This is an optimization exercise on Yosys and OpenROAD, whose aim is small area, not a production implementation. In this exercise RTL edits were held to simulation tests only and were not proved equivalent to the original. Power is estimated from default activity; no workload was simulated.

## run.sh

```bash
#!/bin/bash
# synth_recipe.tcl (not shown) runs the flow's synth.tcl, then flattens the netlist and writes it again
# the make line also repeats each setting of config.mk as NAME=value (left out here)
make -C /OpenROAD-flow-scripts/flow DESIGN_CONFIG=/design/flow/config.mk WORK_HOME=/design/flow/orfs CLKGATE_MAP_FILE= SYNTH_SCRIPT=/design/flow/synth_recipe.tcl finish
```

## config.mk

```make
export PLATFORM = sky130hd
export DESIGN_NAME = matmul_top
export DESIGN_NICKNAME = matmul_top
export VERILOG_FILES = /design/flow/design.v
export SDC_FILE = /design/flow/constraint.sdc
export NUM_CORES = 4
export LEC_CHECK = 0
export ABC_AREA = 1
export CAP_MARGIN = 20
export CORE_MARGIN = 2
export CORE_UTILIZATION = 40
export CTS_BUF_LIST = sky130_fd_sc_hd__clkbuf_4
export SLEW_MARGIN = 20
```

## constraint.sdc

```tcl
create_clock -name core_clock -period 6.5 [get_ports {clk}]
set_input_delay 1.3000 -clock core_clock [delete_from_list [all_inputs] [get_ports {clk}]]
set_output_delay 1.3000 -clock core_clock [all_outputs]
set_load 0.01 [all_outputs]
```

## design.v

```verilog
`default_nettype none
package weight_pkg;
    localparam int LANES = 3;
    localparam int LOW_BASE = 5;
    localparam int HIGH_BASE = 7;
    localparam int CODE_LIMIT = HIGH_BASE * HIGH_BASE * LOW_BASE;
    localparam int OP_W = 3;
    typedef logic [7:0] packed_weights_t;
    typedef logic [LANES*OP_W-1:0] weight_lane_t;
endpackage
`default_nettype wire
`default_nettype none
package array_pkg;
    localparam int SLICES = 3;
    localparam int LANES = 3;
    localparam int ROWS = LANES * SLICES;
    localparam int COLS = SLICES;
    localparam int ACT_W = 8;
    localparam int ACC_W = 17;
    localparam int RESULT_W = 8;
    localparam int RESULT_SHIFT = 9;
    typedef logic signed [ACT_W-1:0] activation_t;
    typedef logic [ACC_W-1:0] acc_t;
    typedef logic [RESULT_W-1:0] result_t;
endpackage
`default_nettype wire
`default_nettype none
module weight_decoder (
    input  weight_pkg::packed_weights_t code,
    output weight_pkg::weight_lane_t lanes
);
    logic valid;
    logic [7:0] by_low;
    logic [2:0] top_digit;
    logic [2:0] mid_digit;
    logic [2:0] low_digit;
    function automatic logic [2:0] low_digit_op(input logic [2:0] digit);
        case (digit)
            3'd1: low_digit_op = 3'b010;
            3'd2: low_digit_op = 3'b011;
            3'd3: low_digit_op = 3'b110;
            3'd4: low_digit_op = 3'b111;
            default: low_digit_op = 3'b000;
        endcase
    endfunction
    function automatic logic [2:0] high_digit_op(input logic [2:0] digit);
        case (digit)
            3'd1: high_digit_op = 3'b001;
            3'd2: high_digit_op = 3'b010;
            3'd3: high_digit_op = 3'b011;
            3'd4: high_digit_op = 3'b101;
            3'd5: high_digit_op = 3'b110;
            3'd6: high_digit_op = 3'b111;
            default: high_digit_op = 3'b000;
        endcase
    endfunction
    assign valid = code < 8'(weight_pkg::CODE_LIMIT);
    assign by_low = code / 8'(weight_pkg::LOW_BASE);
    assign low_digit = valid ? 3'(code % 8'(weight_pkg::LOW_BASE)) : 3'd0;
    assign mid_digit = valid ? 3'(by_low % 8'(weight_pkg::HIGH_BASE)) : 3'd0;
    assign top_digit = valid ? 3'(by_low / 8'(weight_pkg::HIGH_BASE)) : 3'd0;
    assign lanes[0*weight_pkg::OP_W +: weight_pkg::OP_W] = high_digit_op(top_digit);
    assign lanes[1*weight_pkg::OP_W +: weight_pkg::OP_W] = high_digit_op(mid_digit);
    assign lanes[2*weight_pkg::OP_W +: weight_pkg::OP_W] = low_digit_op(low_digit);
endmodule
`default_nettype wire
`default_nettype none
module operand_buffer (
    input  logic clk,
    input  logic reset,
    input  logic read_out,
    input  weight_pkg::weight_lane_t lanes,
    input  array_pkg::activation_t activation,
    output logic [3*weight_pkg::LANES*weight_pkg::OP_W-1:0] hold_ops,
    output array_pkg::activation_t act_d3,
    output logic win_any,
    output logic [1:0] slice,
    output logic [5:0] event_d
);
    logic ev;
    logic last_slice;
    logic win0;
    logic win1;
    logic win2;
    weight_pkg::weight_lane_t ops_d1;
    weight_pkg::weight_lane_t ops_d2;
    array_pkg::activation_t act_d1;
    array_pkg::activation_t act_d2;
    assign ev = reset | read_out;
    assign last_slice = slice == 2'd2;
    assign win_any = win0 | win1 | win2;
    always_ff @(posedge clk) begin
        if (ev || last_slice) begin
            slice <= 2'd0;
        end else begin
            slice <= slice + 2'd1;
        end
    end
    always_ff @(posedge clk) begin
        win0 <= last_slice & ~ev;
        win1 <= win0;
        win2 <= win1;
        event_d <= {event_d[4:0], ev};
    end
    always_ff @(posedge clk) begin
        ops_d1 <= lanes;
        ops_d2 <= ops_d1;
        act_d1 <= activation;
        act_d2 <= act_d1;
        act_d3 <= act_d2;
        if (last_slice) begin
            hold_ops <= {lanes, ops_d1, ops_d2};
        end
    end
endmodule
`default_nettype wire
`default_nettype none
module mac_array (
    input  logic clk,
    input  logic [3*weight_pkg::LANES*weight_pkg::OP_W-1:0] hold_ops,
    input  array_pkg::activation_t act_d3,
    input  logic win_any,
    input  logic ev,
    input  logic [5:0] event_d,
    output logic [3*array_pkg::RESULT_W-1:0] row0_out,
    output logic [8*array_pkg::RESULT_W-1:0] ring_sum
);
    localparam int W = array_pkg::ACC_W;
    localparam int OPW = weight_pkg::OP_W;
    function automatic logic [8:0] scale(input logic [1:0] mag, input logic [7:0] a,
                                         input logic has_half);
        case (mag)
            2'd1: scale = has_half ? {{2{a[7]}}, a[7:1]} : {a[7], a};
            2'd2: scale = {a[7], a};
            2'd3: scale = {a, 1'b0};
            default: scale = 9'd0;
        endcase
    endfunction
    function automatic logic [W-1:0] mac(input logic [W-1:0] acc, input logic [2:0] op,
                                         input logic [7:0] a, input logic has_half);
        logic [8:0] v;
        logic [W-1:0] x;
        logic c;
        v = scale(op[1:0], a, has_half) ^ {9{op[2]}};
        x = {{(W-9){v[8]}}, v};
        c = op[2];
        for (int i = 0; i < W; i++) begin
            mac[i] = acc[i] ^ x[i] ^ c;
            c = (acc[i] & x[i]) | (acc[i] & c) | (x[i] & c);
        end
    endfunction
    logic clear;
    assign clear = ev | event_d[0] | event_d[1];
    logic clear_row0;
    assign clear_row0 = event_d[3] | event_d[4] | event_d[5];
    for (genvar r = 0; r < array_pkg::ROWS; r++) begin : g_ring
        localparam int SL = r / 3;
        localparam int LN = r % 3;
        array_pkg::acc_t slot0_q;
        array_pkg::acc_t slot1_q;
        array_pkg::acc_t slot2_q;
        logic [2:0] op;
        array_pkg::acc_t sum;
        assign op = win_any ? hold_ops[(SL*3+LN)*OPW +: OPW] : 3'd0;
        if (r == 0) begin : g_lazy
            assign sum = mac(clear_row0 ? '0 : slot2_q, op, act_d3, 1'b1);
            always_ff @(posedge clk) begin
                slot0_q <= sum;
                slot1_q <= slot0_q;
                slot2_q <= slot1_q;
            end
            assign row0_out = {slot2_q[array_pkg::RESULT_SHIFT +: array_pkg::RESULT_W],
                               slot1_q[array_pkg::RESULT_SHIFT +: array_pkg::RESULT_W],
                               slot0_q[array_pkg::RESULT_SHIFT +: array_pkg::RESULT_W]};
        end else begin : g_snap
            assign sum = mac(slot2_q, op, act_d3, LN != 2);
            always_ff @(posedge clk) begin
                slot0_q <= clear ? '0 : sum;
                slot1_q <= slot0_q;
                slot2_q <= slot1_q;
            end
            assign ring_sum[(r-1)*array_pkg::RESULT_W +: array_pkg::RESULT_W] =
                sum[array_pkg::RESULT_SHIFT +: array_pkg::RESULT_W];
        end
    end
endmodule
`default_nettype wire
`default_nettype none
module result_queue (
    input  logic clk,
    input  logic reset,
    input  logic read_out,
    input  logic [1:0] slice,
    input  logic ev,
    input  logic [5:0] event_d,
    input  logic [3*array_pkg::RESULT_W-1:0] row0_out,
    input  logic [8*array_pkg::RESULT_W-1:0] ring_sum,
    output array_pkg::result_t result
);
    localparam int RW = array_pkg::RESULT_W;
    logic capture;
    logic stale;
    logic active_q;
    logic row0_zero_q;
    logic [3:0] row_q;
    logic [1:0] col_q;
    logic [1:0] phase_q;
    assign capture = ev | event_d[0] | event_d[1];
    assign stale = (ev & event_d[0]) | (ev & event_d[1]) | (event_d[0] & event_d[1]);
    logic [9*3*RW-1:0] snap;
    for (genvar s = 0; s < 3; s++) begin : g_row0
        assign snap[s*RW +: RW] = row0_zero_q ? '0 : row0_out[s*RW +: RW];
    end
    for (genvar r = 1; r < 9; r++) begin : g_snap
        array_pkg::result_t s0_q;
        array_pkg::result_t s1_q;
        array_pkg::result_t s2_q;
        always_ff @(posedge clk) begin
            if (capture) begin
                s0_q <= stale ? '0 : ring_sum[(r-1)*RW +: RW];
            end else begin
                s0_q <= s2_q;
            end
            s1_q <= s0_q;
            s2_q <= s1_q;
        end
        assign snap[(3*r+0)*RW +: RW] = s0_q;
        assign snap[(3*r+1)*RW +: RW] = s1_q;
        assign snap[(3*r+2)*RW +: RW] = s2_q;
    end
    always_ff @(posedge clk) begin
        if (reset) begin
            active_q <= 1'b0;
        end else if (read_out) begin
            active_q <= 1'b1;
            row_q <= '0;
            col_q <= '0;
            phase_q <= slice;
            row0_zero_q <= event_d[0] | event_d[1] | event_d[2];
        end else if (active_q) begin
            if (col_q == 2'd2) begin
                col_q <= 2'd0;
                row_q <= row_q + 4'd1;
                if (row_q == 4'd8) begin
                    active_q <= 1'b0;
                end
            end else begin
                col_q <= col_q + 2'd1;
            end
        end
    end
    always_comb begin
        result = '0;
        for (int r = 0; r < 9; r++) begin
            for (int s = 0; s < 3; s++) begin
                if (active_q && row_q == 4'(r) && phase_q == 2'(s)) begin
                    result = result | snap[(3*r+s)*RW +: RW];
                end
            end
        end
    end
endmodule
`default_nettype wire
`default_nettype none
module matmul_top (
    input  logic clk,
    input  logic reset,
    input  weight_pkg::packed_weights_t weights_in,
    input  array_pkg::activation_t activation_in,
    input  logic read_out,
    output array_pkg::result_t result
);
    weight_pkg::weight_lane_t lanes;
    logic [3*weight_pkg::LANES*weight_pkg::OP_W-1:0] hold_ops;
    array_pkg::activation_t act_d3;
    logic win_any;
    logic [1:0] slice;
    logic [5:0] event_d;
    logic ev;
    logic [3*array_pkg::RESULT_W-1:0] row0_out;
    logic [8*array_pkg::RESULT_W-1:0] ring_sum;
    assign ev = reset | read_out;
    weight_decoder u_decoder (
        .code  (weights_in),
        .lanes (lanes)
    );
    operand_buffer u_buffer (
        .clk        (clk),
        .reset      (reset),
        .read_out   (read_out),
        .lanes      (lanes),
        .activation (activation_in),
        .hold_ops   (hold_ops),
        .act_d3     (act_d3),
        .win_any    (win_any),
        .slice      (slice),
        .event_d    (event_d)
    );
    mac_array u_array (
        .clk      (clk),
        .hold_ops (hold_ops),
        .act_d3   (act_d3),
        .win_any  (win_any),
        .ev       (ev),
        .event_d  (event_d),
        .row0_out (row0_out),
        .ring_sum (ring_sum)
    );
    result_queue u_queue (
        .clk      (clk),
        .reset    (reset),
        .read_out (read_out),
        .slice    (slice),
        .ev       (ev),
        .event_d  (event_d),
        .row0_out (row0_out),
        .ring_sum (ring_sum),
        .result   (result)
    );
endmodule
`default_nettype wire
```

==> impl_results.md, run 1 <==
- R2r startpoint: u_buffer.win0
- Flops & latches, synth: 741
- Unique cell type count in the Yosys netlist: 47
- Leakage dissipation: 11.1 nW
- Via count: 16309
- CTS Hold Bufs: 0
- Max-Cap Viols: 0
- WL met3: 2.69 mm
- Sw Ratio: 24.6%
- Filler instances: 5553
- Iteration count of the initial detailed-routing pass: 5
- CTS max path bufs: 3
- Die H: 254 um
- Worst Path Buf+Inv: 5
- Worst skew pair latency: 0.98 ns
- Top post-synthesis cells by area: dfxtp_1 56%, fa_1 11%, inv_1 4.7%, edfxtp_1 4.3%, nand2_1 4.0%
- Total CTS buffers: 174
- Post-DP HPWL: 35.6 mm
- Nets@finish: 2752
- Worst EP arrival: 8.32 ns
- Status: failed layout checks
- Cells after Synth: 2276
- Met2 routed WL: 23.9 mm
- First-pass GRT wire length: 85.7 mm
- Initial drt markers: 792
- Crit path launch: u_buffer.win0
- Worst VDD drop: 0.180 mV
- Routed Antenna Nets: 0
- Die Wd: 254 um
- CP delay by family, top: adder cells
- Top_reg_cell synth: dfxtp_1
- Ports: 27
- Post-synthesis net count: 2451
- Post-Route Setup TNS: -33.68 ns
- Fin. max-slew vios: 0
- GPL Wtd Cong: 0.866
- Pint: 6.90 mW
- Fmax achieved: 133 MHz
- CP dominant cell by count: fa_2
- Mapped cell area: 25000 um^2
- DRC violations left: 0
- Reg2Reg Setup Slack: -1.02 ns
- WL per Instance: 14.9 um
- Multi-input gate area: 9370 um^2
- Total GRT Usage: 16.9%
- Slew HR: 28.0%
- H-tree depth: 4
- Final setup vio count: 59
- Largest net degree at the start of global routing: 75
- CP max stage cell: fa_2
- Final WL: 52.8 mm
- Total gr overflow: 0
- Worst clock skew: 0.0622 ns
- Root buffer cell: clkbuf_4
- RSZ-0062 raised after global routing: true
- Highest Signal Layer: met4
- WP data required: 7.30 ns
- Hold Slack: 0.284 ns
- Crit path launch type: flop
- Hold/Removal Path Class: flop to flop
- Final Worst Setup Slack: -1.02 ns
- Synth async-reset ratio: 0%
- Register area: 15200 um^2
- Vias in the first global route: 17309
- Initial Utilization: 40.5%
- Initial antenna violation count: 2
- Share of the synthesized area in the top cell type: 56.4%
- R2R depth: 29
- CP max FO: 9
- Sw power: 2.25 mW
- R2r endpoint: u_queue.g_snap[8].s0_q[7]
- Ratio of cells with drive above 1 in the final layout: 27.2%
- Most area-hungry cell type in the Yosys netlist: dfxtp_1
- Final hold violation count: 0
- CP Class: flop to flop
- Least-Margin Pin Slew: 1.05 ns
- Met1 Wirelength: 24.1 mm
- Combinational power share: 7.5%
- Max incr delay on CP: 0.37 ns
- DIE AREA: 64600 um^2
- Register area share after synthesis: 60.7%
- Avg Vias per Cell: 4.61
- CP endpoint kind: flop
- Number of flops mapped to enable cells by yosys: 36
- PortBufs: 26
- Period utilization: 116%
- Layout check faults: setup timing
- Synth warn: 4
- TritonCTS clock tree: done
- Final design utilization: 49.3%
- Flop pwr share: 52.0%
- Core Rows: 91
- Crit path capture: u_queue.g_snap[8].s0_q[7]
- Core area: 61800 um^2
- Area growth, synth to finish: 21.8%
- Avg Cell Area, Syn: 11.0 um^2
- Period minus WS final: 7.52 ns
- Clock power frac: 40.5%
- Power Dens Cells: 300 nW/um^2
- Clock sink count: 741
- Clock-pin slew on the worst setup and hold paths: 0.06 ns
- WP depth: 29
## timing repair
action                                  in CTS  in global routing
buffers inserted                             4                 14
gates cloned                                 0                  1
endpoints found under the setup margin      65                 68
pin swaps                                    4                 18
resized for setup                           27                 54
## final cells by class
cell class	instances	share of cell area, %
well taps	837	3.43
clock inverters	46	1.11
diodes	3	0.0246
multi-input cells	1163	30.7
clock buffers	251	6.18
inverters	325	4.05
repair buffers	172	4.63
flip-flops and latches	741	49.8
## worst min-delay path by stage
stage                             startpoint                            end  cells past startpoint
6_report       u_array.g_ring[5].slot1_q[10]  u_array.g_ring[5].slot2_q[10]                      0
5_1_grt         u_array.g_ring[5].slot1_q[9]   u_array.g_ring[5].slot2_q[9]                      0
4_1_cts         u_array.g_ring[5].slot1_q[9]   u_array.g_ring[5].slot2_q[9]                      0
3_5_place_dp   u_array.g_ring[5].slot1_q[16]  u_array.g_ring[5].slot2_q[16]                      0
3_3_place_gp    u_array.g_ring[0].slot0_q[5]   u_array.g_ring[0].slot1_q[5]                      0
2_1_floorplan   u_array.g_ring[0].slot0_q[0]   u_array.g_ring[0].slot1_q[0]                      0
## sequential cells by signal, indices dropped and copies added (netlist names)
signal and cells:
u_queue.row0_zero_q 1, u_queue.g_snap.s0_q 64, u_queue.phase_q 2, u_queue.active_q 1, u_buffer.act_d3 8, u_buffer.win2 1
u_buffer.win1 1, u_buffer.win0 1, u_buffer.hold_ops 27, u_array.g_ring.slot1_q 153, u_queue.col_q 2, u_buffer.act_d2 8
u_buffer.act_d1 8, u_buffer.ops_d1 9, u_buffer.ops_d2 9, u_queue.g_snap.s2_q 64, u_queue.g_snap.s1_q 64, u_array.g_ring.slot2_q 153
u_queue.row_q 4, u_buffer.event_d 6, u_array.g_ring.slot0_q 153, u_buffer.slice 2
## power by group through the flow
stage               combinational (mW)  sequential [mW]  clock [mW]
finish                           0.687             4.76        3.71
CTS                              0.680             4.76        3.85
global route                     0.776             4.77        4.09
detailed placement               0.671             4.86           0
global placement                 0.650             4.86           0
floorplan                        0.500             4.84           0
## cell families (layout without fill, tap and decap cells)
family          Yosys count  after routing  synth area share [%]
xor+xnor                100            100                  3.50
buf+inv                 372            794                  5.58
flops                   741            741                  60.7
compound gates          278            278                  7.64
fa+ha+maj               156            156                  11.8
other cells               0              3                     0
simple gates            629            629                  10.7
## synthesized netlist by cell type (5+ instances only)
| cell | n |
|---|---|
| a2111oi_0 | 8 |
| a211oi_1 | 5 |
| a21oi_1 | 25 |
| a221oi_1 | 24 |
| a22o_1 | 6 |
| clkbuf_1 | 46 |
| clkinv_1 | 6 |
| dfxtp_1 | 705 |
| edfxtp_1 | 36 |
| fa_1 | 135 |
| ha_1 | 21 |
| inv_1 | 311 |
| inv_2 | 8 |
| nand2_1 | 270 |
| nand2_2 | 13 |
| nand2_4 | 6 |
| nand3_1 | 70 |
| nand4_1 | 8 |
| nor2_1 | 228 |
| nor3_1 | 8 |
| o2111ai_1 | 13 |
| o211ai_1 | 15 |
| o21ai_0 | 66 |
| o221ai_1 | 32 |
| o22ai_1 | 67 |
| or2_2 | 9 |
| xnor2_1 | 46 |
| xor2_1 | 54 |
## stage by stage
| step | area, um^2 | power, mW | worst slack, ns | std cells |
|---|---|---|---|---|
| 6_report | 30500 | 9.15 | -1.02 | 3538 |
| 3_3_place_gp | 27800 | 5.51 | -0.968 | 3219 |
| 5_1_grt | 30500 | 9.63 | -1.21 | 3538 |
| 2_1_floorplan | 25700 | 5.34 | -0.883 | 2276 |
| 4_1_cts | 30200 | 9.29 | -1.03 | 3520 |
| 3_5_place_dp | 27800 | 5.53 | -0.982 | 3219 |
## routing by layer
layer	GRT usage [%]	vias to the layer above
met3	4.35	138
li1	-	7999
met4	9.75	0
met1	21.4	7742
met2	26.4	430
met5	0	-
## placed cells by master (no fill, tap or decap), types with 16 or more instances in the layout
master,n
clkbuf_4,251
edfxtp_1,36
a221oi_1,24
inv_2,38
o22ai_1,60
clkdlybuf4s50_1,26
a21oi_1,25
dfxtp_1,702
inv_1,278
nor2_1,200
nand3_1,69
xnor2_1,30
clkinv_1,29
nand2_4,17
nor2_2,16
o221ai_1,26
nand2_1,247
o21ai_0,61
buf_4,137
xor2_1,53
ha_1,18
nand2_2,25
fa_2,135
==> run 2: changes to the inputs <==
--- a/config.mk
+++ b/config.mk
@@ -11,3 +11,2 @@
 export CORE_UTILIZATION = 40
-export CTS_BUF_LIST = sky130_fd_sc_hd__clkbuf_4
 export SLEW_MARGIN = 20
==> impl_results.md, run 2 <==
- Core area: 61800 um^2 (unchanged)
- Ratio of cells with drive above 1 in the final layout: 21.5% (was 27.2%)
- WL met3: 2.19 mm (was 2.69 mm)
- Layout check faults: setup timing (unchanged)
- Initial antenna violation count: 0 (was 2)
- Hold Slack: 0.316 ns (was 0.284 ns)
- Post-synthesis net count: 2451 (unchanged)
- Met2 routed WL: 23.3 mm (was 23.9 mm)
- CP delay by family, top: adder cells (unchanged)
- Least-Margin Pin Slew: 1.08 ns (was 1.05 ns)
- Top post-synthesis cells by area: dfxtp_1 56%, fa_1 11%, inv_1 4.7%, edfxtp_1 4.3%, nand2_1 4.0% (unchanged)
- Die Wd: 254 um (unchanged)
- Hold/Removal Path Class: flop to flop (unchanged)
- Leakage dissipation: 10.9 nW (was 11.1 nW)
- Top_reg_cell synth: dfxtp_1 (unchanged)
- GPL Wtd Cong: 0.866 (unchanged)
- Total CTS buffers: 71 (was 174)
- CP max FO: 9 (unchanged)
- Die H: 254 um (unchanged)
- DRC violations left: 0 (unchanged)
- RSZ-0062 raised after global routing: true (unchanged)
- CP Class: flop to flop (unchanged)
- Unique cell type count in the Yosys netlist: 47 (unchanged)
- Via count: 15656 (was 16309)
- Nets@finish: 2638 (was 2752)
- Worst VDD drop: 0.242 mV (was 0.180 mV)
- Max-Cap Viols: 0 (unchanged)
- Period utilization: 115% (was 116%)
- Count leader, synth: dfxtp_1 (unchanged)
- Vias in the first global route: 16326 (was 17309)
- Avg Vias per Cell: 4.67 (was 4.61)
- Final WL: 51.2 mm (was 52.8 mm)
- Core Rows: 91 (unchanged)
- Flops & latches, synth: 741 (unchanged)
- Post-Route Setup TNS: -32.96 ns (was -33.68 ns)
- Top post-synthesis cells by count: 705 x dfxtp_1, 311 x inv_1, 270 x nand2_1, 228 x nor2_1, 135 x fa_1 (unchanged)
- Initial Utilization: 40.5% (unchanged)
- Number of flops mapped to enable cells by yosys: 36 (unchanged)
- Routed Antenna Nets: 0 (unchanged)
- Final design utilization: 49.3% (about the same)
- Commonest non-fill, non-tap cell in the layout: dfxtp_1 (unchanged)
- Clock-pin slew on the worst setup and hold paths: 0.06 ns (about the same)
- Worst EP arrival: 7.92 ns (was 8.32 ns)
- Post-DP HPWL: 35.6 mm (unchanged)
- Power Dens Cells: 314 nW/um^2 (was 300 nW/um^2)
- CP dominant cell by count: fa_2 (unchanged)
- Placed Instances: 3219 (unchanged)
- Ports: 27 (unchanged)
- Slew HR: 25.9% (was 28.0%)
- Fmax achieved: 134 MHz (was 133 MHz)
- Total GRT Usage: 16.4% (was 16.9%)
- Max incr delay on CP: 0.37 ns (about the same)
- CP max stage cell: fa_2 (unchanged)
- PortBufs: 26 (unchanged)
- Final cell count without fillers: 3356 (was 3538)
- Status: failed layout checks (unchanged)
- Avg Cell Area, Syn: 11.0 um^2 (unchanged)
- CTS max path bufs: 3 (unchanged)
- Largest registers: u_array.g_ring.slot0_q: 153 flops, u_array.g_ring.slot1_q: 153 flops, u_array.g_ring.slot2_q: 153 flops (unchanged)
- Largest net degree at the start of global routing: 75 (unchanged)
- Final Power: 9.57 mW (was 9.15 mW)
- Worst Path Buf+Inv: 5 (unchanged)
- Fin. max-slew vios: 0 (unchanged)
- Share of the synthesized area in the top cell type: 56.4% (unchanged)
- Synth async-reset ratio: 0% (unchanged)
- Worst skew pair latency: 0.61 ns (was 0.98 ns)
- Iteration count of the initial detailed-routing pass: 5 (unchanged)
- Root buffer cell: clkbuf_16 (was clkbuf_4)
- Met1 Wirelength: 23.7 mm (was 24.1 mm)
- Period minus WS final: 7.46 ns (was 7.52 ns)
- Cells after Synth: 2276 (unchanged)
- Crit path launch type: flop (unchanged)
- Synth warn: 4 (unchanged)
- Clock sink count: 741 (unchanged)
- Worst clock skew: 0.0241 ns (was 0.0622 ns)
- Most area-hungry cell type in the Yosys netlist: dfxtp_1 (unchanged)
- TritonCTS clock tree: done (unchanged)
- H-tree depth: 3 (was 4)
- Final hold violation count: 0 (unchanged)
- Register area share after synthesis: 60.7% (unchanged)
- DIE AREA: 64600 um^2 (unchanged)
- Initial drt markers: 743 (was 792)
- WL per Instance: 15.2 um (was 14.9 um)
- Highest Signal Layer: met4 (unchanged)
- Mapped cell area: 25000 um^2 (unchanged)
- Total gr overflow: 0 (unchanged)
- CP endpoint kind: flop (unchanged)
- Area growth, synth to finish: 21.7% (was 21.8%)
- Most frequent cells in the layout: 702 x dfxtp_1, 286 x inv_1, 247 x nand2_1, 209 x nor2_1, 135 x fa_2 (was 702 x dfxtp_1, 278 x inv_1, 251 x clkbuf_4, 247 x nand2_1, 200 x nor2_1)
- First-pass GRT wire length: 83.6 mm (was 85.7 mm)
- Final Worst Setup Slack: -0.961 ns (was -1.02 ns)
- # diodes: 0 (was 3)
- Final setup vio count: 58 (was 59)
- WP data required: 6.96 ns (was 7.30 ns)
-- run 2: repair_timing --
action	in CTS	in global routing
pin swaps	8	4
gates cloned	0	0
setup buffers	6	2
setup endpoints to repair	65	68
resized for setup	28	23
hold buffers	0	0
-- run 2: metrics by stage --
step / setup slack (ns) / instance area, um^2
after floorplan: -0.883 / 25700
after global placement: -0.968 / 27800
after detailed placement: -0.982 / 27800
after CTS: -0.989 / 30400
after global routing: -1.19 / 30500
final: -0.961 / 30500
-- run 2: where the power goes --
part / internal (mW) / leakage (nW) / switching (mW) / total [mW]
clock network: 2.40 / 1.16 / 1.72 / 4.13
registers: 4.72 / 6.03 / 0.0434 / 4.76
logic: 0.244 / 3.72 / 0.433 / 0.677
total: 7.37 / 10.9 / 2.20 / 9.57
-- run 2: cells by family after synthesis --
group / after synthesis / share of synthesized area [%]
compound gates: 278 / 7.64
buf+inv: 372 / 5.58
flops: 741 / 60.7
fa+ha+maj: 156 / 11.8
simple gates: 629 / 10.7
xor+xnor: 100 / 3.50
-- run 2: cell type report --
type | count | area [um^2]
flip-flops and latches | 741 | 15200
clock buffers | 103 | 2070
clock inverters | 26 | 317
fillers | 5444 | 31400
multi-input cells | 1163 | 9300
repair buffers | 161 | 1290
inverters | 325 | 1250
well taps | 837 | 1050
-- run 2: final timing paths --
path	startpoint	end	slack (ns)	cells after the start
setup / recovery	u_buffer.win0	u_queue.g_snap[8].s0_q[7]	-0.96	29
setup reg to reg	u_buffer.win0	u_queue.g_snap[8].s0_q[7]	-0.96	29
hold / removal	u_array.g_ring[4].slot1_q[6]	u_array.g_ring[4].slot2_q[6]	0.32	0
hold reg to reg	u_array.g_ring[4].slot1_q[6]	u_array.g_ring[4].slot2_q[6]	0.32	0
-- run 2: per-layer routing --
metal | vias to the layer above | GRT usage (%)
li1 | 7664 | -
met2 | 305 | 26.3
met5 | - | 0
met1 | 7566 | 21.6
met3 | 121 | 3.33
met4 | 0 | 7.18

-- port drivers added, routing unchanged --
Ports are ideal in the flow. The routed layouts listed here were re-timed in OpenROAD. Step 1: set_driving_cell puts a clkbuf_16 on clk and a buf_2 on each other input, an assumption about the parent block. Step 2 times the ports against the registers' clock, not the clock port: input delays grow and output delays shrink by t, the midpoint of the rising clock arrivals with the driver on. a / b / c = ideal / step 1 / step 2; a / b = the first two.
| run | t (ns) | slack for setup (ns) | worst setup path at the end | worst slew at a driven data input, ns | cell pins on the clock port's net |
|---|---|---|---|---|---|
| run 1 | 1.004 | -1.020 / -1.020 / -1.020 | register to register | 0.03 | 1 |
| run 2 | 0.655 | -0.961 / -0.961 / -0.961 | register to register | 0.03 | 1 |
